What follows belongs to an exercise in optimizing a design on an open flow for small area; a production flow would make more cautious choices.
Only simulation tests tie the RTL to the original design; equivalence was not proved.
Power is estimated from default activity; no workload was simulated.

### flow/design.v
`timescale 1ns/100ps
`default_nettype none
package alu_pipe_pkg;
    parameter int REG_ADDR_W = 5;
    parameter int NUM_REGS = 32;
    parameter int IMM_W = 16;
    typedef enum logic [2:0] {
        OP_NOP  = 3'd0,
        OP_ADD  = 3'd1,
        OP_SUB  = 3'd2,
        OP_AND  = 3'd3,
        OP_OR   = 3'd4,
        OP_XOR  = 3'd5,
        OP_ADDI = 3'd6,
        OP_BEQ  = 3'd7
    } opcode_e;
    typedef enum logic [1:0] {
        FWD_NONE = 2'd0,
        FWD_MEM  = 2'd1,
        FWD_WB   = 2'd2
    } fwd_sel_e;
    typedef struct packed {
        opcode_e                 opcode;
        logic [REG_ADDR_W-1:0]   rd;
        logic [REG_ADDR_W-1:0]   rs1;
        logic [REG_ADDR_W-1:0]   rs2;
        logic [IMM_W-1:0]        imm;
    } instr_t;
    typedef struct packed {
        logic                    valid;
        logic                    wr;
        logic [REG_ADDR_W-1:0]   rd;
        logic [31:0]             result;
    } stage_t;
    typedef struct packed {
        logic [REG_ADDR_W-1:0]   rd;
        logic [31:0]             value;
    } retire_t;
endpackage
`default_nettype wire
`timescale 1ns/100ps
`default_nettype none
module alu_pipe_top #(
    parameter int XLEN = 32
) (
    input  wire          clk,
    input  wire          rst_n,
    input  wire          in_valid,
    input  wire  [33:0]  in_instr,
    output logic         retire_valid,
    output logic [36:0]  retire
);
    localparam logic [2:0] OP_NOP  = 3'd0;
    localparam logic [2:0] OP_SUB  = 3'd2;
    localparam logic [2:0] OP_AND  = 3'd3;
    localparam logic [2:0] OP_OR   = 3'd4;
    localparam logic [2:0] OP_XOR  = 3'd5;
    localparam logic [2:0] OP_ADDI = 3'd6;
    localparam logic [2:0] OP_BEQ  = 3'd7;
    logic [2:0]  in_op;
    logic [15:0] in_ob;
    always_comb begin
        in_op = in_instr[33:31];
        if (!in_valid || (in_op != OP_BEQ && in_instr[30:26] == 5'd0))
            in_op = OP_NOP;
        in_ob = in_instr[15:0];
        if (in_instr[33:31] != OP_ADDI)
            in_ob[4:0] = in_instr[20:16];
    end
    logic [2:0]  s1_op, s2_op, s3_op;
    logic [4:0]  s1_rd, s2_rd, s3_rd;
    logic [4:0]  s1_rs, s2_rs, s3_rs;
    logic [15:0] s1_ob, s2_ob, s3_ob;
    logic        taken;
    always_ff @(posedge clk) begin
        s1_op <= rst_n ? in_op : OP_NOP;
        s2_op <= (rst_n && !taken) ? s1_op : OP_NOP;
        s3_op <= (rst_n && !taken) ? s2_op : OP_NOP;
        s1_rd <= in_instr[30:26];
        s1_rs <= in_instr[25:21];
        s1_ob <= in_ob;
        s2_rd <= s1_rd;
        s2_rs <= s1_rs;
        s2_ob <= s1_ob;
        s3_rd <= s2_rd;
        s3_rs <= s2_rs;
        s3_ob <= s2_ob;
    end
    logic [31:0] regs [1:31];
    logic [31:0] a, b;
    logic        w_valid;
    logic [4:0]  w_rd;
    logic [31:0] w_val;
    logic fwd_a, fwd_b;
    always_ff @(posedge clk) begin
        fwd_a <= we && s3_rd == s2_rs;
        fwd_b <= we && s3_rd == s2_ob[4:0];
    end
    always_comb begin
        a = w_val & {32{fwd_a}};
        b = w_val & {32{fwd_b}};
        for (int i = 1; i < 32; i++) begin
            a = a | (regs[i] & {32{!fwd_a && s3_rs == 5'(i)}});
            b = b | (regs[i] & {32{!fwd_b && s3_ob[4:0] == 5'(i)}});
        end
    end
    logic [31:0] y, addend, sum, res;
    logic        sub;
    assign sub    = s3_op == OP_SUB;
    assign y      = (s3_op == OP_ADDI) ? {{16{s3_ob[15]}}, s3_ob} : b;
    assign addend = sub ? ~y : y;
    assign sum    = a + addend + {31'd0, sub};
    always_comb begin
        case (s3_op)
            OP_AND:  res = a & b;
            OP_OR:   res = a | b;
            OP_XOR:  res = a ^ b;
            default: res = sum;
        endcase
    end
    assign taken = s3_op == OP_BEQ && a == b;
    logic        we;
    logic [31:0] wd;
    assign we = s3_op != OP_NOP && s3_op != OP_BEQ;
    assign wd = w_val & {32{rst_n}};
    always_ff @(posedge clk) begin
        w_valid <= rst_n && we;
        w_rd    <= s3_rd;
        w_val   <= res;
    end
    for (genvar i = 1; i < 32; i++) begin : g_reg
        always_ff @(posedge clk) begin
            if (!rst_n || (w_valid && w_rd == 5'(i)))
                regs[i] <= wd;
        end
    end
    assign retire_valid = w_valid;
    assign retire       = {w_rd, w_val};
endmodule
`default_nettype wire
### flow/run.sh
#!/bin/bash
# synth_recipe.tcl (not shown) runs the flow's synth.tcl, then flattens the netlist and writes it again
# the make line also repeats each setting of config.mk as NAME=value (left out here)
make -C /OpenROAD-flow-scripts/flow DESIGN_CONFIG=/design/flow/config.mk WORK_HOME=/design/flow/orfs CLKGATE_MAP_FILE= SYNTH_SCRIPT=/design/flow/synth_recipe.tcl finish
### flow/config.mk
export PLATFORM = sky130hd
export DESIGN_NAME = alu_pipe_top
export DESIGN_NICKNAME = alu_pipe_top
export VERILOG_FILES = /design/flow/design.v
export SDC_FILE = /design/flow/constraint.sdc
export NUM_CORES = 4
export LEC_CHECK = 0
export CAP_MARGIN = 20
export CORE_MARGIN = 2
export CORE_UTILIZATION = 40
export CTS_BUF_LIST = sky130_fd_sc_hd__clkbuf_4 sky130_fd_sc_hd__clkbuf_8
export SLEW_MARGIN = 20
### flow/constraint.sdc
create_clock -name core_clock -period 6.0 [get_ports {clk}]
set_input_delay 1.2000 -clock core_clock [delete_from_list [all_inputs] [get_ports {clk}]]
set_output_delay 1.2000 -clock core_clock [all_outputs]
set_load 0.01 [all_outputs]
==> results of run 1 <==
==> what timing repair did <==
item,in CTS,in global routing
setup buffers,0,20
setup endpoints to repair,0,7
resized for setup,0,15
endpoints found under the hold margin,0,0
==> registers in the layout (all words and copies together), names as in the netlist, 3 cells and up <==
signal  count
regs      992
s1_ob      16
s2_rs       5
s3_ob      16
s2_ob      16
s1_op       3
s2_rd       5
s1_rs       5
w_rd        5
s2_op       3
s1_rd       5
s3_op       3
w_val      32
s3_rs       5
s3_rd       5
==> cell usage after synthesis, drive strengths merged, types with 14 or more instances <==
master  count  share of area
a21o       19         0.0029
a21oi      70         0.0071
a221oi    147          0.026
a22o      170          0.030
a22oi     716           0.11
and2       41         0.0052
buf        70         0.0063
clkbuf    181          0.014
dfxtp     127          0.052
edfxtp    992           0.61
ha         94          0.024
inv        88         0.0067
nand2     266          0.020
nand2b     14         0.0018
nand3     156          0.016
nand4      27         0.0034
nor2      150          0.012
nor3       57         0.0059
nor4       28         0.0039
o211ai     16         0.0024
o21a       17         0.0026
o21ai      55         0.0059
o221ai     22         0.0039
or4        27         0.0042
xnor2      26         0.0048
==> final cells by class <==
cell class                 instances  area, um2  share of cell area
sequential                      1119      32340              0.5553
clock inverter                    80      644.4             0.01107
multi-input combinational       2246      16390              0.2815
antenna                            8      20.02           0.0003438
clock buffer                     251       3098             0.05320
timing repair buffer             358       3377             0.05799
tap                             1625       2033             0.03491
inverter                          88      330.3            0.005672
==> metal layers <==
| metal | up-vias | track usage | wire length, um |
|---|---|---|---|
| li1 | 15700 | - | - |
| met1 | 20350 | 0.4870 | 85040 |
| met2 | 4583 | 0.5477 | 101300 |
| met3 | 1254 | 0.1559 | 42210 |
| met4 | 2 | 0.2456 | 20010 |
| met5 | - | 0 | 13 |
==> final timing paths <==
path / startpoint / endpoint / slack [ns] / cells past startpoint
hold / removal: s1_rd[0]$_DFF_P_ / s2_rd[0]$_DFF_P_ / 0.32 / 0
setup / recovery: s3_ob[3]$_DFF_P_ / w_val[22]$_DFF_P_ / 0.22 / 26
hold reg to reg: s1_rd[0]$_DFF_P_ / s2_rd[0]$_DFF_P_ / 0.32 / 0
setup reg to reg: s3_ob[3]$_DFF_P_ / w_val[22]$_DFF_P_ / 0.22 / 26
==> metrics by stage <==
step / util / total power [uW]
2_1_floorplan: - / 13240
3_3_place_gp: 0.4444 / 15800
3_5_place_dp: 0.4449 / 15790
4_1_cts: 0.4756 / 22620
5_1_grt: 0.4777 / 23520
6_report: 0.4778 / 22950
==> report_power, final <==
part / total (uW) / internal (uW) / switching (uW)
combinational: 4260 / 1340 / 2930
clock: 6970 / 3740 / 3230
sequential: 11700 / 10500 / 1220
total: 23000 / 15600 / 7380
==> cells by family (layout without fill, tap and decap cells) <==
group                    after synthesis  in the layout  synth area share
buffers and inverters                339            777           0.02679
multiplexers                           7              7          0.001551
AND/OR/NAND/NOR                      821            821           0.08259
XOR/XNOR                              39             39          0.007092
AO/OA/AOI/OAI                       1284           1284            0.2008
adder cells (fa/ha/maj)               95             95           0.02430
other                                  0              8                 0
flip-flops                          1119           1119            0.6569
==> impl_metrics.py, run 1 <==
metrics = {
    "status": {
        "status": "finished clean",
    },
    "cells_and_area": {
        "syn_to_final_growth_pct": 18.31,
        "final_common_cell": "edfxtp_1",
        "n_fill_cell": 10790,
        "finish.instance_area_mm2": 0.05823,
        "finalNetCount": 4126,
        "drive_gt1_frac": 0.1743,
        "mostFrequentLayoutCells": "992 x edfxtp_1, 716 x a22oi_1, 264 x nand2_1",
        "layout.cells.non_filler": 5775,
    },
    "synthesis": {
        "synth_edf_count": 992,
        "synth_cell_types": 82,
        "async_flop_share": 0,
        "syn_nets": 3836,
        "synth_cells": 3704,
        "syn_area_per_cell_um2": 13.29,
        "synth-seq-cells": 1119,
        "synth_top_flop_cell": "edfxtp_1",
        "synth_warnings": 2,
        "syn_area_mm2": 0.04922,
        "yosysSeqAreaShare": 0.6569,
    },
    "worst_setup_path": {
        "worst-path-buf-inv": 6,
        "cp_max_fo": 7,
        "start_kind": "flop",
        "path_class": "flop to flop",
        "crit_path_end_kind": "flop",
        "crit_top_cell": "buf_4",
        "cp.required_ns": 6.81,
        "critical_path.slowest_cell": "dfxtp_1",
        "crit_family": "compound AO/OA/AOI/OAI gates",
        "cp.arrival_ns": 6.59,
        "cp_slowest_stage_delay_ns": 0.46,
    },
    "sta": {
        "relSlewSlack": 0.2284,
        "tightest_slew_ns": 1.157,
        "timing.hold.ws_ns": 0.3226,
        "max_freq_ghz": 0.1730,
        "hold_viol": 0,
        "period_needed_ns": 5.780,
        "maxSlewViolCount": 0,
        "setup_ws_ns": 0.2204,
        "setup_tns_ns": 0,
        "finClkSkew_ns": 0.06055,
        "min_period_over_period": 0.9633,
        "setup_viol": 0,
    },
    "clock_tree": {
        "cts.sinks": 1119,
        "htree_levels": 4,
        "cts-hold-fix-buffers": 0,
        "cts_buffer_depth": 3,
        "clock_latency_ns": 0.96,
        "cts_root_buf": "clkbuf_8",
        "cts_made_buffers": 181,
        "clk_pin_slew_ns": 0.06,
        "tritoncts": "built",
    },
    "global_routing": {
        "grt_overflow_total": 0,
        "grt_pass1_vias": 39320,
        "grt_max_degree": 47,
        "antenna_found_initial": 9,
        "grt_pass1_wl_mm": 331.7,
        "grt_usage": 0.3854,
    },
    "floorplan": {
        "start_util": 0.4038,
        "die_x_um": 354.8,
        "die_y_um": 354.8,
        "dieArea_mm2": 0.1259,
        "core_area_mm2": 0.1219,
        "std_cell_rows": 128,
        "ios": 75,
    },
    "placed_design": {
        "place_ws_ns": 0.06070,
        "hpwl_mm": 146.6,
        "routabilityCongestion": 0.9940,
        "port_buffers": 74,
        "placed_cell_area_mm2": 0.05422,
        "placed_cells": 5416,
    },
    "job": {
        "drv_cap": 0,
    },
    "pwr": {
        "p_per_area_mw_per_mm2": 394.2,
        "p_leak_uw": 0.02129,
        "peakVddDrop_uv": 223.6,
    },
    "worst_hold_path": {
        "hold_path_class": "flop to flop",
    },
    "routing": {
        "firstDrtPassIters": 9,
        "drt_iter0_markers": 9882,
        "avgViaCountPerCell": 7.253,
        "wl_per_cell_um": 43.04,
        "drc_errors": 0,
        "ant_nets": 0,
        "vias": 41890,
        "routed_wl_mm": 248.5,
    },
}
==> run 2: changes to the inputs <==
==> flow/flow/run.sh (new file) <==
#!/bin/bash
# Standard layout (the standard.sh, standard synthesis unchanged) with two
# changes: a clock tree of clkbuf_8 leaves without dummy loads, and port
# buffers of the smallest buffer cell. Full tool output goes to standard.log
# here and to ORFS's own logs under orfs/logs.
set -euo pipefail
CTS="-sink_clustering_enable -repair_clock_nets -dont_use_dummy_load"
CTS="$CTS -buf_list sky130_fd_sc_hd__clkbuf_8"
CTS="$CTS -sink_clustering_size 12 -sink_clustering_max_diameter 60"
bash standard.sh "CTS_ARGS=$CTS" \
    "BUFFER_PORTS_ARGS=-buffer_cell sky130_fd_sc_hd__buf_1" \
    finish > standard.log 2>&1
==> flow/standard.sh (new file) <==
#!/bin/bash
# synth_recipe.tcl (not shown) runs the flow's synth.tcl, then flattens the netlist and writes it again
# the make line also repeats each setting of config.mk as NAME=value (left out here)
make -C /OpenROAD-flow-scripts/flow DESIGN_CONFIG=/design/flow/config.mk WORK_HOME=/design/flow/orfs CLKGATE_MAP_FILE= SYNTH_SCRIPT=/design/flow/synth_recipe.tcl "${@:-finish}"
--- a/flow/config.mk
+++ b/flow/config.mk
@@ -9,4 +9,4 @@
 export CORE_MARGIN = 2
 export CORE_UTILIZATION = 40
-export CTS_BUF_LIST = sky130_fd_sc_hd__clkbuf_4 sky130_fd_sc_hd__clkbuf_8
+export SETUP_SLACK_MARGIN = 0.1
 export SLEW_MARGIN = 20
removed: flow/run.sh
==> run 2 against run 1 <==
Via count fell by 1.7%; non-clock buffer count fell by 5; synthesized area unchanged; final area fell by 4.7%; combinational power is 2% lower; clock skew grew 0.050 ns; die area unchanged; total power down 12%; critical path type unchanged; largest cell class unchanged.
==> impl_metrics.py, run 2 <==
metrics = {
    "synthesis": {
        "synth-seq-cells": 1119,
        "syn_area_per_cell_um2": 13.29,
        "yosysSeqAreaShare": 0.6569,
        "synth_warnings": 2,
        "synth_most_common_cell": "edfxtp_1",
        "synth_top_area_frac": 0.6052,
        "yosys.area.top_type": "edfxtp_1",
        "synth.area.top_cells": "edfxtp_1 61%, a22oi_1 11%, dfxtp_1 5.2%",
        "syn_area_mm2": 0.04922,
        "synth_cell_types": 82,
        "synth_edf_count": 992,
        "async_flop_share": 0,
        "synth_cells": 3704,
        "synth_common_cells": "992 x edfxtp_1, 716 x a22oi_1, 265 x nand2_1, 181 x clkbuf_1, 170 x a22o_1",
        "syn_nets": 3836,
        "synth_top_flop_cell": "edfxtp_1",
    },
    "routing": {
        "routed_wl_mm": 247.3,
        "firstDrtPassIters": 9,
        "avgViaCountPerCell": 7.425,
        "vias": 41190,
        "drc_errors": 0,
        "drt_iter0_markers": 9548,
        "wl_per_cell_um": 44.58,
        "ant_nets": 0,
    },
    "cells_and_area": {
        "largest_reg_flops": 992,
        "finish.instance_area_mm2": 0.05549,
        "regMostFlops": "regs",
        "final_common_cell": "edfxtp_1",
        "layout.cells.non_filler": 5547,
        "reg_top3": "regs (992), w_val (32)",
        "drive_gt1_frac": 0.1399,
        "mostFrequentLayoutCells": "992 x edfxtp_1, 716 x a22oi_1, 262 x nand2_1",
        "finalNetCount": 4050,
        "fin_util": 0.4553,
        "syn_to_final_growth_pct": 12.74,
    },
    "clock_tree": {
        "cts_made_buffers": 110,
        "clk_pin_slew_ns": 0.08,
        "cts_root_buf": "clkbuf_8",
        "tritoncts": "built",
        "cts_buffer_depth": 3,
        "cts.sinks": 1119,
        "htree_levels": 3,
        "clock_latency_ns": 0.86,
    },
    "worst_setup_path": {
        "cp.arrival_ns": 6.44,
        "cp_max_fo": 13,
        "cp.required_ns": 6.72,
        "crit_path_end_kind": "flop",
        "start_kind": "flop",
        "path_class": "flop to flop",
        "startpoint": "fwd_b$_DFF_P_",
        "rr_startpoint": "fwd_b$_DFF_P_",
    },
    "sta": {
        "maxSlewViolCount": 0,
        "min_period_over_period": 0.9547,
        "finClkSkew_ns": 0.1104,
        "tightest_slew_ns": 1.262,
        "rsz0062_at_grt": "true",
        "relSlewSlack": 0.1552,
        "max_freq_ghz": 0.1746,
        "setup_viol": 0,
        "period_needed_ns": 5.728,
        "hold_viol": 0,
    },
    "floorplan": {
        "std_cell_rows": 128,
        "die_x_um": 354.8,
        "dieArea_mm2": 0.1259,
        "ios": 75,
        "start_util": 0.4038,
        "core_area_mm2": 0.1219,
        "die_y_um": 354.8,
    },
    "global_routing": {
        "grt_pass1_wl_mm": 328.8,
        "antenna_found_initial": 16,
        "grt_usage": 0.3820,
        "grt_overflow_total": 0,
        "grt_pass1_vias": 38480,
        "grt_use_met2": 0.5445,
        "top_usage_layer": "met2",
        "grt_use_met3": 0.1632,
        "grtUsageMet1": 0.4739,
        "grt_max_degree": 65,
    },
    "pwr": {
        "p_per_area_mw_per_mm2": 362.3,
        "p_leak_uw": 0.01987,
        "peakVddDrop_uv": 203.1,
    },
    "placed_design": {
        "placed_cells": 5417,
        "placed_cell_area_mm2": 0.05373,
        "hpwl_mm": 147.0,
        "port_buffers": 74,
        "routabilityCongestion": 1.009,
    },
    "worst_hold_path": {
        "min_from": "s1_rs[2]$_DFF_P_",
        "hold_path_class": "flop to flop",
    },
    "job": {
        "drv_cap": 0,
    },
    "status": {
        "status": "finished clean",
    },
}
==> run 2: what timing repair did <==
item	in CTS	in global routing
pin swaps	2	7
hold buffers	0	0
setup buffers	5	9
setup endpoints to repair	3	9
hold endpoints to repair	0	0
gates cloned	0	0
gates resized for setup	4	26
==> run 2: worst max-delay path: stages, from the launching register on <==
cell      delay [ns]
dfxtp_4         0.39
or4_1           0.73
nor2_4          0.35
buf_4           0.42
buf_4           0.33
a221oi_1        0.12
nand3_1         0.16
nor3_1          0.07
nand2_1         0.42
o211ai_1        0.14
o21a_1          0.16
ha_1            0.39
inv_1           0.12
nor2_1          0.06
nor2_1          0.12
o31ai_1         0.10
a211o_1         0.31
a21oi_1         0.21
o21ai_4         0.12
a31oi_4         0.23
xnor2_2         0.11
xor2_1          0.17
a221o_1         0.35
==> run 2: kinds of logic after synthesis <==
| logic type | Yosys count | share of synthesized area |
|---|---|---|
| xor+xnor | 39 | 0.007092 |
| compound gates | 1284 | 0.2008 |
| fa+ha+maj | 95 | 0.02430 |
| simple gates | 821 | 0.08259 |
| flops | 1119 | 0.6569 |
| mux | 7 | 0.001551 |
| buf+inv | 339 | 0.02679 |
==> run 2: report_power, final <==
group / internal, uW / leakage [uW] / total [uW] / switching (uW)
combinational: 1190 / 0.00789 / 4160 / 2960
sequential: 10500 / 0.0112 / 11700 / 1240
clock: 1620 / 0.000791 / 4220 / 2600
total: 13300 / 0.0199 / 20100 / 6810
==> run 2: per-stage QoR <==
step | total power (uW) | setup TNS (ns) | worst slack (ns) | hold WS [ns]
final | 20100 | 0 | 0.2721 | 0.3096
after global routing | 20540 | 0 | 0.06233 | 0.3266
after CTS | 19720 | 0 | 0.1078 | 0.3161
after detailed placement | 15660 | -0.006208 | -0.006208 | 0.3121
after global placement | 15680 | 0 | 0.009474 | 0.3101
after floorplan | 13240 | 0 | 0.7731 | 0.3096
==> run 2: final timing paths <==
path	end	slack, ns	depth (start not counted)
max	w_val[31]$_DFF_P_	0.27	22
min	s2_rs[2]$_DFF_P_	0.31	0
max reg2reg	w_val[31]$_DFF_P_	0.27	22
min reg2reg	s2_rs[2]$_DFF_P_	0.31	0
==> run 2: metal layers <==
| metal | share of wire | vias to the layer above |
|---|---|---|
| met5 | 0.00016 | - |
| met4 | 0.085 | 6 |
| met3 | 0.17 | 1275 |
| met2 | 0.41 | 4589 |
| met1 | 0.34 | 19930 |
| li1 | - | 15390 |
==> run 2: final cells by class <==
class                      count  area (um2)
clock buffer                 110        1514
timing repair buffer         353        2830
inverter                      88       330.3
tap                         1625        2033
multi-input combinational   2246       16420
sequential                  1119       32340
fill                       10800       66390
antenna                        6       15.01
==> run 3: changes to the inputs <==
--- a/flow/design.v
+++ b/flow/design.v
@@ -105,19 +105,35 @@
         end
     end
-    logic [31:0] y, addend, sum, res;
+    logic [31:0] y, addend, p, g, sum, res;
     logic        sub;
     assign sub    = s3_op == OP_SUB;
     assign y      = (s3_op == OP_ADDI) ? {{16{s3_ob[15]}}, s3_ob} : b;
     assign addend = sub ? ~y : y;
-    assign sum    = a + addend + {31'd0, sub};
+    assign p      = a ^ addend;
+    assign g      = a & addend;
+    logic [31:0] cg, cp;
+    always_comb begin
+        cg = g;
+        cp = p;
+        cg[0] = g[0] | (p[0] & sub);
+        for (int l = 0; l < 5; l++) begin
+            for (int i = 0; i < 32; i++) begin
+                if (((i >> l) & 1) == 1) begin
+                    cg[i] = cg[i] | (cp[i] & cg[((i >> l) << l) - 1]);
+                    cp[i] = cp[i] & cp[((i >> l) << l) - 1];
+                end
+            end
+        end
+    end
+    assign sum = p ^ {cg[30:0], sub};
     always_comb begin
         case (s3_op)
-            OP_AND:  res = a & b;
-            OP_OR:   res = a | b;
-            OP_XOR:  res = a ^ b;
+            OP_AND:  res = g;
+            OP_OR:   res = p | g;
+            OP_XOR:  res = p;
             default: res = sum;
         endcase
     end
-    assign taken = s3_op == OP_BEQ && a == b;
+    assign taken = s3_op == OP_BEQ && p == '0;
     logic        we;
     logic [31:0] wd;
--- a/flow/flow/run.sh
+++ b/flow/flow/run.sh
@@ -7,5 +7,5 @@
 CTS="-sink_clustering_enable -repair_clock_nets -dont_use_dummy_load"
 CTS="$CTS -buf_list sky130_fd_sc_hd__clkbuf_8"
-CTS="$CTS -sink_clustering_size 12 -sink_clustering_max_diameter 60"
+CTS="$CTS -sink_clustering_size 18 -sink_clustering_max_diameter 50"
 bash standard.sh "CTS_ARGS=$CTS" \
     "BUFFER_PORTS_ARGS=-buffer_cell sky130_fd_sc_hd__buf_1" \
==> run 3 against run 2 <==
Critical path depth down 3; via count decreased by 2.8%; register-to-register slack lost 0.08 ns; worst setup slack lost 0.081 ns; sequential power barely moved; clock-buffer cell count decreased by 2; combinational power is 17% lower; sequential share of layout area grew 2.3 points; flip-flop and latch count is the same; synthesized area fell by 2.9%.
==> impl_metrics.py, run 3 <==
metrics = {
    "status": {
        "status": "finished clean",
    },
    "routing": {
        "vias": 40030,
        "routed_wl_mm": 234.7,
        "wl_met1_mm": 77.71,
        "drt_iter0_markers": 10450,
        "top_layer": "met5",
        "wl_met2_mm": 92.91,
        "drc_errors": 0,
        "wl_met3_mm": 44.38,
        "wl_per_cell_um": 45.63,
        "ant_nets": 0,
        "firstDrtPassIters": 12,
        "avgViaCountPerCell": 7.783,
    },
    "worst_setup_path": {
        "cp.required_ns": 6.70,
        "cp.arrival_ns": 6.51,
        "path_class": "flop to flop",
        "cp_cell_sequence": "nand2_1, or3_4, nor2_4, buf_4, a22oi_1, nand3_1, nor2_1, nand4_1, ha_1, nand2_1, o21ai_0, nor4_1, o32a_1, a21oi_2, nor2_4, o211ai_4, a31o_4, a211o_1, a31o_1",
        "critical_path.slowest_cell": "nor2_4",
        "start_kind": "flop",
        "crit_path_end_kind": "flop",
        "crit_family": "simple AND/OR/NAND/NOR gates",
        "cp_slowest_stage_delay_ns": 0.98,
        "cp_max_fo": 19,
        "worst-path-buf-inv": 1,
        "ff2ff_setup_slack_ns": 0.19,
    },
    "synthesis": {
        "synth-seq-cells": 1119,
        "syn_area_per_cell_um2": 13.92,
        "yosysSeqAreaShare": 0.6765,
        "synth_warnings": 2,
        "synth_common_cells": "992 x edfxtp_1, 630 x a22oi_1, 191 x a221oi_1, 166 x nand4_1, 157 x a22o_1",
        "synth_top_area_frac": 0.6233,
        "syn_area_mm2": 0.04779,
        "synth_top_flop_cell": "edfxtp_1",
        "synth_cell_types": 68,
        "synth_most_common_cell": "edfxtp_1",
        "yosys.area.top_type": "edfxtp_1",
        "syn_nets": 3540,
        "async_flop_share": 0,
        "synth_cells": 3434,
        "synth.area.top_cells": "edfxtp_1 62%, a22oi_1 9.9%, dfxtp_1 5.3%",
        "synth_edf_count": 992,
    },
    "global_routing": {
        "grt_pass1_wl_mm": 311.3,
        "grt_overflow_total": 0,
        "grt_max_degree": 64,
        "antenna_found_initial": 11,
        "grt_usage": 0.3736,
        "grt_pass1_vias": 36830,
    },
    "floorplan": {
        "die_y_um": 349.7,
        "core_area_mm2": 0.1182,
        "ios": 75,
        "std_cell_rows": 126,
        "die_x_um": 349.7,
        "dieArea_mm2": 0.1223,
        "start_util": 0.4042,
    },
    "sta": {
        "setup_tns_ns": 0,
        "hold_viol": 0,
        "rsz0062_at_grt": "false",
        "max_freq_ghz": 0.1722,
        "finClkSkew_ns": 0.1355,
        "setup_viol": 0,
        "maxSlewViolCount": 0,
        "relSlewSlack": 0.1036,
        "tightest_slew_ns": 1.341,
        "min_period_over_period": 0.9681,
        "period_needed_ns": 5.809,
    },
    "clock_tree": {
        "clock_latency_ns": 0.88,
        "post_cts_buffers": 0,
        "cts-hold-fix-buffers": 0,
        "tritoncts": "built",
        "cts.sinks": 1119,
        "clk_pin_slew_ns": 0.09,
        "htree_levels": 3,
        "cts_made_buffers": 108,
        "post_cts_resized": 0,
        "cts_root_buf": "clkbuf_8",
        "cts_buffer_depth": 3,
    },
    "cells_and_area": {
        "final_common_cell": "edfxtp_1",
        "drive_gt1_frac": 0.1274,
        "mostFrequentLayoutCells": "992 x edfxtp_1, 630 x a22oi_1, 191 x a221oi_1",
        "regArea_mm2": 0.03234,
        "syn_to_final_growth_pct": 11.64,
        "finish.instance_area_mm2": 0.05335,
        "reg_top3": "regs (992), w_val (32)",
        "largest_reg_flops": 992,
        "regMostFlops": "regs",
        "multi_input_area_mm2": 0.01493,
        "n_fill_cell": 10540,
        "finalNetCount": 3710,
    },
    "worst_hold_path": {
        "hold_path_class": "flop to flop",
    },
    "placed_design": {
        "routabilityCongestion": 1.004,
        "port_buffers": 74,
        "hpwl_mm": 136.7,
        "placed_cell_area_mm2": 0.05183,
    },
    "pwr": {
        "peakVddDrop_uv": 211.1,
        "p_per_area_mw_per_mm2": 362.1,
        "p_leak_uw": 0.01792,
    },
    "job": {
        "drv_cap": 0,
    },
}
## run 3: per-stage QoR
step | util | worst slack (ns) | cells | hold WS, ns | total power (uW)
after CTS | 0.4510 | 0.5396 | 5137 | 0.2990 | 18920
final | 0.4512 | 0.1914 | 5144 | 0.3011 | 19320
after floorplan | - | 1.894 | 3434 | 0.3096 | 12940
after detailed placement | 0.4384 | 0.5417 | 5029 | 0.3121 | 15010
after global routing | 0.4511 | 0.1170 | 5139 | 0.3067 | 19710
after global placement | 0.4381 | 0.6082 | 5028 | 0.3111 | 15020
## run 3: logic make-up (layout without fill, tap and decap cells)
logic type                 count (synthesis)  count (layout)  share of synthesized area
xor gates and xnor gates                  26              26                   0.004765
other                                      0               6                          0
and+or+nand+nor                          669             669                    0.07388
muxes                                     17              17                   0.003691
AOI/OAI and AO/OA                       1215            1215                     0.1939
adders and majority gates                 69              69                    0.01885
buffers and inverters                    319             487                    0.02843
DFF                                     1119            1119                     0.6765
## run 3: cell type report
| class | count | area share |
|---|---|---|
| sequential | 1119 | 0.6061 |
| multi-input combinational | 1996 | 0.2798 |
| timing repair buffer | 296 | 0.04416 |
| tap | 1536 | 0.03602 |
| clock buffer | 108 | 0.02786 |
| inverter | 83 | 0.005839 |
| antenna | 6 | 0.0002814 |
## run 3: worst paths after layout
check,cells after the start,start,end
setup / recovery,19,s3_rs[3]$_DFF_P_,w_val[30]$_DFF_P_
hold reg to reg,0,s1_rs[4]$_DFF_P_,s2_rs[4]$_DFF_P_
setup reg to reg,19,s3_rs[3]$_DFF_P_,w_val[30]$_DFF_P_
hold / removal,0,s1_rs[4]$_DFF_P_,s2_rs[4]$_DFF_P_
## run 3: layer usage
metal / GRT usage / up-vias
met4: 0.2268 / 18
met3: 0.1929 / 1382
met5: 0.006279 / -
met2: 0.5200 / 4775
li1: - / 14520
met1: 0.4577 / 19340
## run 3: power by group
group          leakage (uW)  internal, uW  switching, uW
Combinational       0.00595           911           2540
Clock              0.000777          1590           2530
Sequential           0.0112         10500           1260
==> run 4: changes to the inputs <==
--- a/flow/flow/run.sh
+++ b/flow/flow/run.sh
@@ -7,5 +7,5 @@
 CTS="-sink_clustering_enable -repair_clock_nets -dont_use_dummy_load"
 CTS="$CTS -buf_list sky130_fd_sc_hd__clkbuf_8"
-CTS="$CTS -sink_clustering_size 18 -sink_clustering_max_diameter 50"
+CTS="$CTS -sink_clustering_size 12 -sink_clustering_max_diameter 60"
 bash standard.sh "CTS_ARGS=$CTS" \
     "BUFFER_PORTS_ARGS=-buffer_cell sky130_fd_sc_hd__buf_1" \
==> run 4 against run 3 <==
Clock-buffer cell count grew 1; wire length is essentially flat; sequential share of layout area is essentially flat; total power grew 0.16%; via count is essentially flat; die area is the same; flip-flop and latch count is the same; global-route usage grew 0.10 points; critical path depth is the same; still clean on timing, DRC and antenna.
==> impl_metrics.py, run 4 <==
metrics = {
    "floorplan": {
        "ios": 75,
        "start_util": 0.4042,
        "die_x_um": 349.7,
        "die_y_um": 349.7,
        "std_cell_rows": 126,
        "dieArea_mm2": 0.1223,
        "core_area_mm2": 0.1182,
    },
    "sta": {
        "max_freq_ghz": 0.1734,
        "setup_viol": 0,
        "maxSlewViolCount": 0,
        "rsz0062_at_grt": "false",
        "timing.hold.ws_ns": 0.3116,
        "setup_tns_ns": 0,
        "relSlewSlack": 0.07446,
        "period_needed_ns": 5.767,
        "hold_viol": 0,
        "tightest_slew_ns": 1.388,
        "min_period_over_period": 0.9612,
        "finClkSkew_ns": 0.1095,
    },
    "clock_tree": {
        "htree_levels": 3,
        "cts.sinks": 1119,
        "tritoncts": "built",
        "clock_latency_ns": 0.84,
        "post_cts_resized": 0,
        "cts-hold-fix-buffers": 0,
        "post_cts_buffers": 0,
        "clk_pin_slew_ns": 0.10,
        "cts_buffer_depth": 3,
        "cts_root_buf": "clkbuf_8",
        "cts_made_buffers": 109,
    },
    "worst_hold_path": {
        "hold_path_class": "flop to flop",
    },
    "synthesis": {
        "async_flop_share": 0,
        "yosysSeqAreaShare": 0.6765,
        "synth_cells": 3434,
        "synth_top_area_frac": 0.6233,
        "synth_cell_types": 68,
        "syn_area_mm2": 0.04779,
        "synth-seq-cells": 1119,
        "synth.area.top_cells": "edfxtp_1 62%, a22oi_1 9.9%, dfxtp_1 5.3%",
        "syn_area_per_cell_um2": 13.92,
        "yosys.area.top_type": "edfxtp_1",
        "synth_warnings": 2,
        "synth_top_flop_cell": "edfxtp_1",
        "synth_edf_count": 992,
        "synth_common_cells": "992 x edfxtp_1, 630 x a22oi_1, 191 x a221oi_1, 166 x nand4_1, 157 x a22o_1",
        "synth_most_common_cell": "edfxtp_1",
        "syn_nets": 3540,
    },
    "worst_setup_path": {
        "cp_slowest_stage_delay_ns": 1.02,
        "worst-path-buf-inv": 1,
        "critical_path.slowest_cell": "nor2_4",
        "cp_max_fo": 23,
        "crit_path_end_kind": "flop",
        "path_class": "flop to flop",
        "cp.arrival_ns": 6.49,
        "crit_top_cell": "nor2_4",
        "crit_family": "simple AND/OR/NAND/NOR gates",
        "cp_cell_sequence": "nand2b_1, buf_4, nor2_4, a22oi_1, nand4_1, or4_1, nor2_1, a21oi_1, ha_1, nand2_1, o21ai_0, nor4_1, o32a_1, a21oi_2, nor2_4, o211ai_4, a31o_4, a211o_1, a31o_1",
        "start_kind": "flop",
        "cp.required_ns": 6.72,
    },
    "routing": {
        "vias": 40070,
        "drc_errors": 0,
        "drt_iter0_markers": 10860,
        "wl_per_cell_um": 45.63,
        "firstDrtPassIters": 12,
        "avgViaCountPerCell": 7.787,
        "ant_nets": 0,
        "routed_wl_mm": 234.8,
    },
    "job": {
        "drv_cap": 0,
    },
    "pwr": {
        "peakVddDrop_uv": 211.0,
        "p_per_area_mw_per_mm2": 362.4,
        "total_power_uw": 19350,
        "p_leak_uw": 0.01794,
    },
    "global_routing": {
        "grt_overflow_total": 0,
        "grt_pass1_vias": 36870,
        "grt_pass1_wl_mm": 312.2,
        "grt_usage": 0.3747,
        "grt_max_degree": 64,
        "antenna_found_initial": 12,
    },
    "cells_and_area": {
        "reg_top3": "regs (992), w_val (32)",
        "mostFrequentLayoutCells": "992 x edfxtp_1, 630 x a22oi_1, 191 x a221oi_1",
        "drive_gt1_frac": 0.1279,
        "regMostFlops": "regs",
        "largest_reg_flops": 992,
        "syn_to_final_growth_pct": 11.72,
        "finalNetCount": 3712,
        "final_common_cell": "edfxtp_1",
    },
    "status": {
        "status": "finished clean",
    },
    "placed_design": {
        "hpwl_mm": 136.7,
        "port_buffers": 74,
        "routabilityCongestion": 1.004,
    },
}
## run 4: report_power, final
part | internal, uW | switching [uW]
Sequential | 10500 | 1260
Clock | 1600 | 2550
Combinational | 911 | 2540
## run 4: kinds of logic (layout without fill, tap and decap cells)
kind of cell | count (synthesis) | after routing | share of synthesized area
compound gates | 1215 | 1215 | 0.1939
xor+xnor | 26 | 26 | 0.004765
fa+ha+maj | 69 | 69 | 0.01885
buf+inv | 319 | 489 | 0.02843
flops | 1119 | 1119 | 0.6765
mux | 17 | 17 | 0.003691
other cells | 0 | 6 | 0
simple gates | 669 | 669 | 0.07388
## run 4: cell type report
cell class / count / area, um2
diodes: 6 / 15.01
clock buffers: 109 / 1500
fillers: 10550 / 64840
inverters: 83 / 311.5
multi-input cells: 1996 / 14930
flip-flops and latches: 1119 / 32340
well taps: 1536 / 1922
repair buffers: 297 / 2384
## run 4: final timing paths
kind,cells past startpoint,startpoint,slack (ns),endpoint
worst min register to register,0,s1_ob[15]$_DFF_P_,0.31,s2_ob[15]$_DFF_P_
worst min-delay path,0,s1_ob[15]$_DFF_P_,0.31,s2_ob[15]$_DFF_P_
worst max-delay path,19,s3_ob[0]$_DFF_P_,0.23,w_val[30]$_DFF_P_
worst max register to register,19,s3_ob[0]$_DFF_P_,0.23,w_val[30]$_DFF_P_
## run 4: stage by stage
stage | instance area (um2) | util | cells | worst slack [ns]
2_1_floorplan | 47790 | - | 3434 | 1.894
6_report | 53400 | 0.4516 | 5146 | 0.2326
3_3_place_gp | 51810 | 0.4381 | 5028 | 0.6082
4_1_cts | 53330 | 0.4511 | 5138 | 0.4673
5_1_grt | 53380 | 0.4515 | 5141 | 0.1716
3_5_place_dp | 51830 | 0.4384 | 5029 | 0.5417
## run 4: per-layer routing
layer,GRT usage,routed length [um]
met4,0.2306,19690
met2,0.5188,92390
met3,0.1947,45620
met1,0.4595,76930
met5,0.002747,193
==> run 5: changes to the inputs <==
--- a/flow/design.v
+++ b/flow/design.v
@@ -73,4 +73,5 @@
     logic [15:0] s1_ob, s2_ob, s3_ob;
     logic        taken;
+    logic        we;
     always_ff @(posedge clk) begin
         s1_op <= rst_n ? in_op : OP_NOP;
@@ -136,5 +137,4 @@
     end
     assign taken = s3_op == OP_BEQ && p == '0;
-    logic        we;
     logic [31:0] wd;
     assign we = s3_op != OP_NOP && s3_op != OP_BEQ;
==> run 5 against run 4 <==
Sequential share of layout area stayed put; final cell count stayed put; global-route usage stayed put; synthesized area stayed put; worst hold slack stayed put; total power stayed put; sequential power hardly changed; fmax stayed put; largest cell class unchanged; synthesized cell count stayed put.
==> impl_metrics.py, run 5 <==
metrics = {
    "status": {
        "status": "finished clean",
    },
    "global_routing": {
        "grt_max_degree": 64,
        "antenna_found_initial": 12,
        "grt_usage": 0.3747,
        "grt_pass1_vias": 36870,
        "grt_pass1_wl_mm": 312.2,
        "grt_overflow_total": 0,
    },
    "sta": {
        "maxSlewViolCount": 0,
        "setup_viol": 0,
        "setup_ws_ns": 0.2326,
        "finClkSkew_ns": 0.1095,
        "max_freq_ghz": 0.1734,
        "hold_viol": 0,
        "relSlewSlack": 0.07446,
        "setup_tns_ns": 0,
        "min_period_over_period": 0.9612,
        "tightest_slew_ns": 1.388,
        "rsz0062_at_grt": "false",
        "period_needed_ns": 5.767,
    },
    "worst_setup_path": {
        "start_kind": "flop",
        "startpoint": "s3_ob[0]$_DFF_P_",
        "cp.arrival_ns": 6.49,
        "cp.required_ns": 6.72,
        "ff2ff_setup_slack_ns": 0.23,
        "crit_path_end_kind": "flop",
        "r2r_cells": 19,
        "rr_startpoint": "s3_ob[0]$_DFF_P_",
        "reg2reg_to": "w_val[30]$_DFF_P_",
        "path_class": "flop to flop",
        "cp_max_fo": 23,
        "cp-endpoint": "w_val[30]$_DFF_P_",
    },
    "placed_design": {
        "placed_cell_area_mm2": 0.05183,
        "routabilityCongestion": 1.004,
        "place_ws_ns": 0.5417,
        "placed_cells": 5029,
        "port_buffers": 74,
        "hpwl_mm": 136.7,
    },
    "cells_and_area": {
        "drive_gt1_frac": 0.1279,
        "regMostFlops": "regs",
        "final_common_cell": "edfxtp_1",
        "multi_input_area_mm2": 0.01493,
        "syn_to_final_growth_pct": 11.72,
        "regArea_mm2": 0.03234,
        "finalNetCount": 3712,
        "largest_reg_flops": 992,
        "finish.instance_area_mm2": 0.05340,
        "layout.cells.non_filler": 5146,
        "n_fill_cell": 10550,
        "mostFrequentLayoutCells": "992 x edfxtp_1, 630 x a22oi_1, 191 x a221oi_1",
        "reg_top3": "regs (992), w_val (32)",
    },
    "synthesis": {
        "synth_top_area_frac": 0.6233,
        "synth_cells": 3434,
        "synth_cell_types": 68,
        "syn_area_mm2": 0.04779,
        "synth_edf_count": 992,
        "async_flop_share": 0,
        "yosys.area.top_type": "edfxtp_1",
        "synth-seq-cells": 1119,
        "synth_warnings": 2,
        "synth_common_cells": "992 x edfxtp_1, 630 x a22oi_1, 191 x a221oi_1, 166 x nand4_1, 157 x a22o_1",
        "syn_nets": 3540,
        "yosysSeqAreaShare": 0.6765,
        "synth_top_flop_cell": "edfxtp_1",
        "synth_most_common_cell": "edfxtp_1",
        "synth.area.top_cells": "edfxtp_1 62%, a22oi_1 9.9%, dfxtp_1 5.3%",
        "syn_area_per_cell_um2": 13.92,
    },
    "floorplan": {
        "start_util": 0.4042,
        "core_area_mm2": 0.1182,
        "die_x_um": 349.7,
        "die_y_um": 349.7,
        "std_cell_rows": 126,
        "dieArea_mm2": 0.1223,
        "ios": 75,
    },
    "pwr": {
        "peakVddDrop_uv": 211.0,
        "total_power_uw": 19350,
        "p_per_area_mw_per_mm2": 362.4,
        "p_leak_uw": 0.01794,
    },
    "routing": {
        "routed_wl_mm": 234.8,
        "avgViaCountPerCell": 7.787,
        "wl_per_cell_um": 45.63,
        "wl_met1_mm": 76.93,
        "top_layer": "met5",
        "wl_met2_mm": 92.39,
        "wl_met3_mm": 45.62,
        "vias": 40070,
        "drt_iter0_markers": 10860,
        "drc_errors": 0,
        "ant_nets": 0,
        "firstDrtPassIters": 12,
    },
    "clock_tree": {
        "cts_buffer_depth": 3,
        "cts.sinks": 1119,
        "cts-hold-fix-buffers": 0,
        "cts_root_buf": "clkbuf_8",
        "htree_levels": 3,
        "cts_made_buffers": 109,
        "tritoncts": "built",
        "post_cts_buffers": 0,
        "clk_pin_slew_ns": 0.10,
        "clock_latency_ns": 0.84,
        "post_cts_resized": 0,
    },
    "worst_hold_path": {
        "min_path_cells": 0,
        "hold_path_class": "flop to flop",
    },
    "job": {
        "drv_cap": 0,
    },
}
run 5: cell families after synthesis:
kind of cell,after synthesis,share of synthesized area
compound gates,1215,0.1939
xor+xnor,26,0.004765
fa+ha+maj,69,0.01885
buf+inv,319,0.02843
flops,1119,0.6765
mux,17,0.003691
simple gates,669,0.07388
run 5: final cells by class:
cell class              count  area share
inverters                  83    0.005835
well taps                1536     0.03599
repair buffers            297     0.04464
diodes                      6   0.0002812
clock buffers             109     0.02810
multi-input cells        1996      0.2796
flip-flops and latches   1119      0.6056
run 5: per-stage QoR:
step                      hold WS, ns  utilization
after floorplan                0.3096            -
after global placement         0.3111       0.4381
after detailed placement       0.3121       0.4384
after CTS                      0.3266       0.4511
after global routing           0.3218       0.4515
final                          0.3116       0.4516
run 5: worst max-delay path, stage by stage, from the launching register on:
cell and delay [ns]:
dfxtp_1 0.42, nand2b_1 0.42, buf_4 0.31, nor2_4 1.02, a22oi_1 0.26, nand4_1 0.16
or4_1 0.24, nor2_1 0.06, a21oi_1 0.32, ha_1 0.32, nand2_1 0.07, o21ai_0 0.26
nor4_1 0.28, o32a_1 0.22, a21oi_2 0.12, nor2_4 0.19, o211ai_4 0.13, a31o_4 0.26
a211o_1 0.29, a31o_1 0.23
run 5: worst min path at each step:
stage                      startpoint                end
global placement    s2_ob[13]$_DFF_P_  s3_ob[13]$_DFF_P_
finish              s1_ob[15]$_DFF_P_  s2_ob[15]$_DFF_P_
CTS                  s2_ob[8]$_DFF_P_   s3_ob[8]$_DFF_P_
floorplan            s1_ob[0]$_DFF_P_   s2_ob[0]$_DFF_P_
detailed placement   s1_ob[2]$_DFF_P_   s2_ob[2]$_DFF_P_
global route        s1_ob[15]$_DFF_P_  s2_ob[15]$_DFF_P_
run 5: metal layers:
metal | up-vias | track usage
met5 | - | 0.002747
met4 | 14 | 0.2306
met3 | 1403 | 0.1947
met2 | 4939 | 0.5188
met1 | 19200 | 0.4595
li1 | 14520 | -
run 5: where the power goes:
group,switching (uW),leakage [uW],internal [uW]
registers,1260,0.0112,10500
clock network,2550,0.000784,1600
logic,2540,0.00596,911
total,6350,0.0179,13000
==> run 6: changes to the inputs <==
--- a/flow/design.v
+++ b/flow/design.v
@@ -73,5 +73,4 @@
     logic [15:0] s1_ob, s2_ob, s3_ob;
     logic        taken;
-    logic        we;
     always_ff @(posedge clk) begin
         s1_op <= rst_n ? in_op : OP_NOP;
@@ -137,4 +136,5 @@
     end
     assign taken = s3_op == OP_BEQ && p == '0;
+    logic        we;
     logic [31:0] wd;
     assign we = s3_op != OP_NOP && s3_op != OP_BEQ;
==> flow/flow/run.sh (replaced) <==
#!/bin/bash
# Standard layout (the standard.sh, standard synthesis unchanged) with two
# changes: a clock tree of clkbuf_8 with clkbuf_4 leaves and no dummy loads, and port
# buffers of the smallest buffer cell. Full tool output goes to standard.log
# here and to ORFS's own logs under orfs/logs.
set -euo pipefail
CTS="-sink_clustering_enable -repair_clock_nets -dont_use_dummy_load"
CTS="$CTS -buf_list sky130_fd_sc_hd__clkbuf_8"
CTS="$CTS -sink_clustering_buffer sky130_fd_sc_hd__clkbuf_4"
CTS="$CTS -sink_clustering_size 8 -sink_clustering_max_diameter 40"
bash standard.sh "CTS_ARGS=$CTS" \
    "BUFFER_PORTS_ARGS=-buffer_cell sky130_fd_sc_hd__buf_1" \
    finish > standard.log 2>&1
==> run 6 against run 5 <==
Highest routed layer unchanged; still clean; global-route usage increased by 0.28 points; first-iteration DRC count increased by 2.4%; final cell count increased by 1.4%; register-to-register slack about the same; sequential share of layout area about the same; largest cell class unchanged; combinational power about the same; die area unchanged; total power decreased by 0.24%; worst setup slack improved by 0.011 ns.
==> impl_metrics.py, run 6 <==
metrics = {
    "status": {
        "status": "finished clean",
    },
    "synthesis": {
        "synth_cells": 3434,
        "yosys.area_share.simple": 0.07388,
        "synth_top_area_frac": 0.6233,
        "syn_area_per_cell_um2": 13.92,
        "synth_xor_area_frac": 0.004765,
        "syn_nets": 3540,
        "yosys.area_share.adder": 0.01885,
        "synth.area.top_cells": "edfxtp_1 62%, a22oi_1 9.9%, dfxtp_1 5.3%",
        "synth_cell_types": 68,
        "synth_top_flop_cell": "edfxtp_1",
        "synth_top_family_by_area": "compound AO/OA/AOI/OAI gates",
        "synth_edf_count": 992,
        "yosysSeqAreaShare": 0.6765,
        "synthMuxAreaShare": 0.003691,
        "synth-seq-cells": 1119,
        "synth_compound_area_frac": 0.1939,
        "syn_area_mm2": 0.04779,
        "async_flop_share": 0,
        "yosys.area.top_type": "edfxtp_1",
        "synth_common_cells": "992 x edfxtp_1, 630 x a22oi_1, 191 x a221oi_1, 166 x nand4_1, 157 x a22o_1",
        "synth_warnings": 2,
        "synth_most_common_cell": "edfxtp_1",
    },
    "cells_and_area": {
        "final_common_cell": "edfxtp_1",
        "finalNetCount": 3785,
        "finish.instance_area_mm2": 0.05338,
        "regMostFlops": "regs",
        "reg_top3": "regs (992), w_val (32)",
        "syn_to_final_growth_pct": 11.69,
        "regArea_mm2": 0.03234,
        "n_fill_cell": 10610,
        "fin_util": 0.4515,
        "mostFrequentLayoutCells": "992 x edfxtp_1, 630 x a22oi_1, 194 x buf_4",
        "largest_reg_flops": 992,
        "layout.cells.non_filler": 5217,
        "drive_gt1_frac": 0.1452,
        "multi_input_area_mm2": 0.01493,
    },
    "clock_tree": {
        "cts_made_buffers": 176,
        "cts_buffer_depth": 3,
        "clk_pin_slew_ns": 0.09,
        "htree_levels": 4,
        "post_cts_buffers": 0,
        "cts.sinks": 1119,
        "cts-hold-fix-buffers": 0,
        "post_cts_resized": 0,
        "cts_root_buf": "clkbuf_8",
        "tritoncts": "built",
        "clock_latency_ns": 0.93,
    },
    "global_routing": {
        "grt_pass1_vias": 37390,
        "grt_overflow_total": 0,
        "antenna_found_initial": 11,
        "grt_pass1_wl_mm": 313.5,
        "grt_usage": 0.3774,
        "grt_max_degree": 64,
    },
    "sta": {
        "finClkSkew_ns": 0.09304,
        "setup_tns_ns": 0,
        "tightest_slew_ns": 1.332,
        "min_period_over_period": 0.9593,
        "rsz0062_at_grt": "false",
        "max_freq_ghz": 0.1737,
        "setup_viol": 0,
        "period_needed_ns": 5.756,
        "maxSlewViolCount": 0,
        "relSlewSlack": 0.1120,
        "hold_viol": 0,
    },
    "pwr": {
        "peakVddDrop_uv": 270.1,
        "p_per_area_mw_per_mm2": 361.6,
        "p_leak_uw": 0.01804,
        "total_power_uw": 19310,
    },
    "placed_design": {
        "placed_cell_area_mm2": 0.05183,
        "routabilityCongestion": 1.004,
        "placed_cells": 5029,
        "hpwl_mm": 136.7,
        "port_buffers": 74,
    },
    "floorplan": {
        "std_cell_rows": 126,
        "die_y_um": 349.7,
        "dieArea_mm2": 0.1223,
        "die_x_um": 349.7,
        "core_area_mm2": 0.1182,
        "start_util": 0.4042,
        "ios": 75,
    },
    "worst_setup_path": {
        "cp_max_fo": 15,
        "cp.required_ns": 6.78,
        "path_class": "flop to flop",
        "start_kind": "flop",
        "crit_path_end_kind": "flop",
        "cp.arrival_ns": 6.54,
    },
    "routing": {
        "drc_errors": 0,
        "wl_per_cell_um": 45.31,
        "vias": 40530,
        "ant_nets": 0,
        "firstDrtPassIters": 12,
        "routed_wl_mm": 236.4,
        "drt_iter0_markers": 11120,
        "avgViaCountPerCell": 7.769,
    },
    "job": {
        "drv_cap": 0,
    },
    "worst_hold_path": {
        "hold_path_class": "flop to flop",
    },
}
## run 6: cell counts after synthesis
No cell type changed its count.
## run 6: path summary, 6_finish.rpt
path	startpoint	to	slack, ns	cells past startpoint
min reg2reg	s1_ob[1]$_DFF_P_	s2_ob[1]$_DFF_P_	0.29	0
max reg2reg	s3_ob[0]$_DFF_P_	w_val[30]$_DFF_P_	0.24	19
max	s3_ob[0]$_DFF_P_	w_val[30]$_DFF_P_	0.24	19
min	s1_ob[1]$_DFF_P_	s2_ob[1]$_DFF_P_	0.29	0
## run 6: worst max-delay path: stages, from the launching register on
cell and delay [ns]:
dfxtp_1 0.42, nand2_1 0.46, nor2_4 0.98, buf_4 0.43, a22oi_1 0.14, nand4_1 0.16, or4_1 0.24, nor2_1 0.06
a21oi_1 0.31, ha_1 0.32, nand2_1 0.07, o21ai_0 0.28, nor4_1 0.28, o32a_1 0.22, a21oi_2 0.11, nor2_4 0.19
o211ai_4 0.13, a31o_4 0.26, a211o_1 0.29, a31o_1 0.23
## run 6: logic make-up (layout without fill, tap and decap cells)
group / after synthesis / in the layout
AO/OA/AOI/OAI: 1215 / 1215
flip-flops: 1119 / 1119
AND/OR/NAND/NOR: 669 / 669
buffers and inverters: 319 / 562
adder cells (fa/ha/maj): 69 / 69
XOR/XNOR: 26 / 26
multiplexers: 17 / 17
other: 0 / 4
## run 6: layer usage
metal	GRT usage	vias up	wire (um)
met5	0.01138	-	334
met2	0.5216	4970	93170
met4	0.2402	20	20030
met1	0.4627	19410	77390
met3	0.1919	1405	45480
li1	-	14720	-
## run 6: report_power, final
group	switching (uW)	internal, uW	leakage [uW]	total, uW
Sequential	1260	10500	0.0112	11700
Combinational	2550	913	0.00600	3460
Clock	2620	1470	0.000854	4100
## run 6: final cells by class
| cell class | instances | share of cell area |
|---|---|---|
| sequential | 1119 | 0.6058 |
| multi-input combinational | 1996 | 0.2797 |
| timing repair buffer | 303 | 0.04582 |
| tap | 1536 | 0.03600 |
| clock buffer | 176 | 0.02674 |
| inverter | 83 | 0.005836 |
| antenna | 4 | 0.0001875 |
## run 6: metrics by stage
stage | setup WS, ns | hold slack, ns
finish | 0.2441 | 0.2947
global placement | 0.6082 | 0.3111
CTS | 0.4742 | 0.2853
detailed placement | 0.5417 | 0.3121
floorplan | 1.894 | 0.3096
global route | 0.1389 | 0.2937

## static timing again, ports no longer ideal
Ports are ideal in the flow. The routed layouts listed here were re-timed in OpenROAD. Step 1, drivers: a clkbuf_16 drives clk and a buf_2 each remaining input, both assumed. Step 2 times the ports against the registers' clock, not the clock port: input delays grow and output delays shrink by t, the midpoint of the rising clock arrivals with the driver on. Three values: ideal, step 1, step 2; two values: the first two.
run	shift t [ns]	slack for setup (ns)	hold slack, ns	slew at the worst register clock pin (ns)
run 1	1.005	0.220 / 0.220 / 0.220	0.323 / 0.323 / 0.323	0.07 / 0.07
run 2	0.868	0.272 / 0.272 / 0.272	0.310 / 0.310 / 0.310	0.09 / 0.09
run 3	0.887	0.191 / 0.191 / 0.191	0.301 / 0.301 / 0.301	0.11 / 0.11
run 4	0.861	0.233 / 0.233 / 0.233	0.312 / 0.312 / 0.312	0.10 / 0.10
run 5	0.861	0.233 / 0.233 / 0.233	0.312 / 0.312 / 0.312	0.10 / 0.10
run 6	0.946	0.244 / 0.244 / 0.244	0.295 / 0.295 / 0.295	0.10 / 0.10
After both steps every run listed still meets setup and hold.
